Context: an optimization exercise on an open-source flow, tuned for small area, a short achievable clock period and few clock cycles per item. The choices shown serve that exercise and are no tape-out recipe.
RTL that was checked went through simulation tests only; none was proved equivalent to the original.

==> flow/design.v (excerpt) <==
module stepper_ramp_pwm_rate_generator_top (
    input  wire logic        clk,
    input  wire logic        rst_n,
    input  wire logic        cfg_we,
    input  wire logic [1:0]  cfg_addr,
    input  wire logic [27:0] cfg_wdata,
    input  wire logic        s_tvalid,
    output logic             s_tready,
    input  wire logic [55:0] s_tdata,
    output logic             m_tvalid,
    input  wire logic        m_tready,
    output logic [63:0]      m_tdata
);
export LEC_CHECK = 0
export CAP_MARGIN = 20
export CORE_MARGIN = 2
export CORE_UTILIZATION = 40
export CTS_BUF_LIST = sky130_fd_sc_hd__clkbuf_4 sky130_fd_sc_hd__clkbuf_8
export CTS_CLUSTER_SIZE = 30
export SETUP_SLACK_MARGIN = 2.5
export SLEW_MARGIN = 20
create_clock -name core_clock -period 8.0 [get_ports {clk}]
standard.sh (not shown) runs the stock make flow with config.mk's settings and CLKGATE_MAP_FILE= SYNTH_SCRIPT=/design/flow/synth_recipe.tcl, a recipe that flattens the netlist after the stock synthesis.
==> flow/flow/run.sh <==
#!/bin/bash
# Standard layout, except that the port buffers are the smallest plain
# buffer (buf_1) instead of the delay buffer buffer_ports picks by default.
set -euo pipefail
export BUFFER_PORTS_ARGS="-buffer_cell sky130_fd_sc_hd__buf_1"
bash standard.sh > orfs_make.log 2>&1
Edit:
--- a/flow/design.v
+++ b/flow/design.v
@@ -289,20 +289,36 @@
     begin
         rem_c = rem_reg;
         for (int i = 1; i >= 0; i--)
         begin
             sh = {rem_c, nb_reg[2*i+1], nb_reg[2*i]};
             d1 = {1'b0, sh} - {3'b000, den_reg};
             d2 = {1'b0, sh} - {2'b00, den_reg, 1'b0};
             d3 = {1'b0, sh} - {1'b0, den3_reg};
-            qb_c[2*i+1] = !d2[18];
-            qb_c[2*i]   = !d3[18] || (d2[18] && !d1[18]);
-            rem_c = ({16{!d3[18]}} & d3[15:0]) | ({16{d3[18] && !d2[18]}} & d2[15:0])
-                  | ({16{d2[18] && !d1[18]}} & d1[15:0]) | ({16{d1[18]}} & sh[15:0]);
+            if (!d3[18])
+            begin
+                qb_c[2*i+1 -: 2] = 2'd3;
+                rem_c            = d3[15:0];
+            end
+            else if (!d2[18])
+            begin
+                qb_c[2*i+1 -: 2] = 2'd2;
+                rem_c            = d2[15:0];
+            end
+            else if (!d1[18])
+            begin
+                qb_c[2*i+1 -: 2] = 2'd1;
+                rem_c            = d1[15:0];
+            end
+            else
+            begin
+                qb_c[2*i+1 -: 2] = 2'd0;
+                rem_c            = sh[15:0];
+            end
         end
     end
     logic [2:0]  cnt_next;
     logic [15:0] rem_jmp;
     function automatic logic [15:0] rem_at(input logic [1:0] code, input logic [27:0] sc);
         case (code)
             2'd0:    rem_at = sc[27:12];
             2'd1:    rem_at = {4'd0, sc[27:16]};
@@ -388,17 +404,17 @@
     always_comb
     begin
         qm    = quo_reg;
         if (!full_reg && !lc_reg[0])
             qm[15:12] = 4'd0;
         if (lc_reg != 2'd3)
             qm[27:24] = 4'd0;
         qw    = qm[15:0];
-        wlow  = ((qw < 16'd11) ? 16'd11 : qw) - 16'd1;
+        wlow  = (qw < 16'd11) ? 16'd10 : qw - 16'd1;
         qx    = full_reg ? qm[27:16] : qm[15:4];
         cc    = full_reg && (qm[11:0] >= ~qx);
         dv    = {1'b0, qx} + {12'd0, cc};
         hi    = ov_reg || (dv > 13'd4080);
         if (lowm_reg)
         begin
             div_o  = 12'd16;
             wrap_o = wlow;
What happened: The new run completed without violations. Design area increases by 4.4%. Global-route usage climbs by 2.2 points. Hold slack is better by 0.0045 ns. Clock-buffer cell count went down by 4. Cell count went up by 4.6%.
Testbench counts after the change, summed over its fixed seeds: cycles 6,059, items 2,000.
The RTL of the first run of this note was laid out without a check of its function.

== north ==
Another version of the RTL of stepper_ramp_pwm_rate_generator_top (not shown whole).
Size in the first run: ~2800 cells after synthesis, ~310 flip-flops, roughly 25000 sq um of cells after synthesis.
export LEC_CHECK = 0
export CAP_MARGIN = 20
export CORE_MARGIN = 2
export CORE_UTILIZATION = 40
export CTS_BUF_LIST = sky130_fd_sc_hd__clkbuf_4 sky130_fd_sc_hd__clkbuf_8
export CTS_CLUSTER_SIZE = 30
export SETUP_SLACK_MARGIN = 2.5
export SLEW_MARGIN = 20
create_clock -name core_clock -period 8.0 [get_ports {clk}]
Scripts as last shown in full above: flow/flow/run.sh
north completed end to end with timing, DRC and antenna clean.
Input changes introduced in middle (baseline for comparison: north):
--- a/flow/design.v
+++ b/flow/design.v
@@ -141,19 +141,19 @@
             el_ge_reg <= el_ge_reg || (el_c[14:0] != 15'd0);
             el_sg_reg <= el_c[15];
         end
     end
     assign f_tick = f_need && (vis_reg == 2'd2) && el_ge_reg && !el_sg_reg;
     always_ff @(posedge clk)
     begin
         f_need    <= (in_op == 2'd1) && running_reg && below_reg;
         f_req_lt  <= in_req < max_rate_reg;
-        f_sc_lt   <= (ramp_step_reg < in_req) || (max_rate_reg < in_req);
+        f_sc_lt   <= step_clamp < in_req;
         f_sum_ge  <= sum >= {1'b0, tgt_reg};
     end
     logic [15:0] req_clamp;
     logic [15:0] start_rate;
     logic [15:0] tick_rate;
     logic [15:0] rate_next;
     always_comb
     begin
         req_clamp  = f_req_lt ? in_req : max_rate_reg;
@@ -288,22 +288,38 @@
     always_comb
     begin
         rem_c = rem_reg;
         for (int i = 1; i >= 0; i--)
         begin
             sh = {rem_c, nb_reg[2*i+1], nb_reg[2*i]};
             d1 = {1'b0, sh} - {3'b000, den_reg};
             d2 = {1'b0, sh} - {2'b00, den_reg, 1'b0};
             d3 = {1'b0, sh} - {1'b0, den3_reg};
-            qb_c[2*i+1] = !d2[18];
-            qb_c[2*i]   = !d3[18] || (d2[18] && !d1[18]);
-            rem_c = ({16{!d3[18]}} & d3[15:0]) | ({16{d3[18] && !d2[18]}} & d2[15:0])
-                  | ({16{d2[18] && !d1[18]}} & d1[15:0]) | ({16{d1[18]}} & sh[15:0]);
+            if (!d3[18])
+            begin
+                qb_c[2*i+1 -: 2] = 2'd3;
+                rem_c            = d3[15:0];
+            end
+            else if (!d2[18])
+            begin
+                qb_c[2*i+1 -: 2] = 2'd2;
+                rem_c            = d2[15:0];
+            end
+            else if (!d1[18])
+            begin
+                qb_c[2*i+1 -: 2] = 2'd1;
+                rem_c            = d1[15:0];
+            end
+            else
+            begin
+                qb_c[2*i+1 -: 2] = 2'd0;
+                rem_c            = sh[15:0];
+            end
         end
     end
     logic [2:0]  cnt_next;
     logic [15:0] rem_jmp;
     function automatic logic [15:0] rem_at(input logic [1:0] code, input logic [27:0] sc);
         case (code)
             2'd0:    rem_at = sc[27:12];
             2'd1:    rem_at = {4'd0, sc[27:16]};
             2'd2:    rem_at = {8'd0, sc[27:20]};
## What came out
Compare north and middle | routed length on met2 lower: north. Delta (middle minus north): critical-path maximum fanout shrank by 10, routed length on met1 held steady. Relative to north, via count has increased by 194 in middle. Looking at synthesized cell count, middle sits 85 higher than north does. Between middle and north, it is middle whose maximum clock frequency is higher, by 4.0%. The area occupied by registers was comparable across north and middle. north → middle: area of the die now sits higher; hold slack now sits higher; minimum setup slack after placement now sits higher. The lower met1 global-route usage came out of middle. Average wire length per cell after detail routing: middle < north. Looking at post-layout instance count excluding filler cells, middle sits 21 above north.
Testbench counts of middle, summed over its fixed seeds: cycles 6,059, items 2,000.
Function not checked in north: the RTL went through the layout flow alone.

==> re-timing with driven ports <==
No port has a modelled driver above. Below, the same layouts with a new extraction and two added sets of constraints.
Step 1 sets driving cells, clkbuf_16 on the clock port and buf_2 on the other inputs (assumed; they add their load-dependent delay and slew).
Step 2, shift: input delay + t, output delay - t, t = (earliest + latest rising clock arrival at the registers) / 2. This alone moves slack from input paths to output paths.
a / b / c = ideal / step 1 / step 2; a / b = the first two.
run	t, ns	slack for setup (ns)	worst setup path at the end	pins driven straight from the clock port
the first run of note 1	0.716	2.271 / 2.271 / 1.882	input to register	1
the second run of note 1	0.716	2.556 / 2.556 / 2.054	input to register	1
north	0.720	2.222 / 2.222 / 1.684	input to register	1
middle	0.718	2.443 / 2.443 / 2.010	input to register	1
After both steps every run listed still meets setup and hold. For north, which loses most, drivers alone change the setup slack by 0.000 ns; drivers and shift together by -0.538 ns.
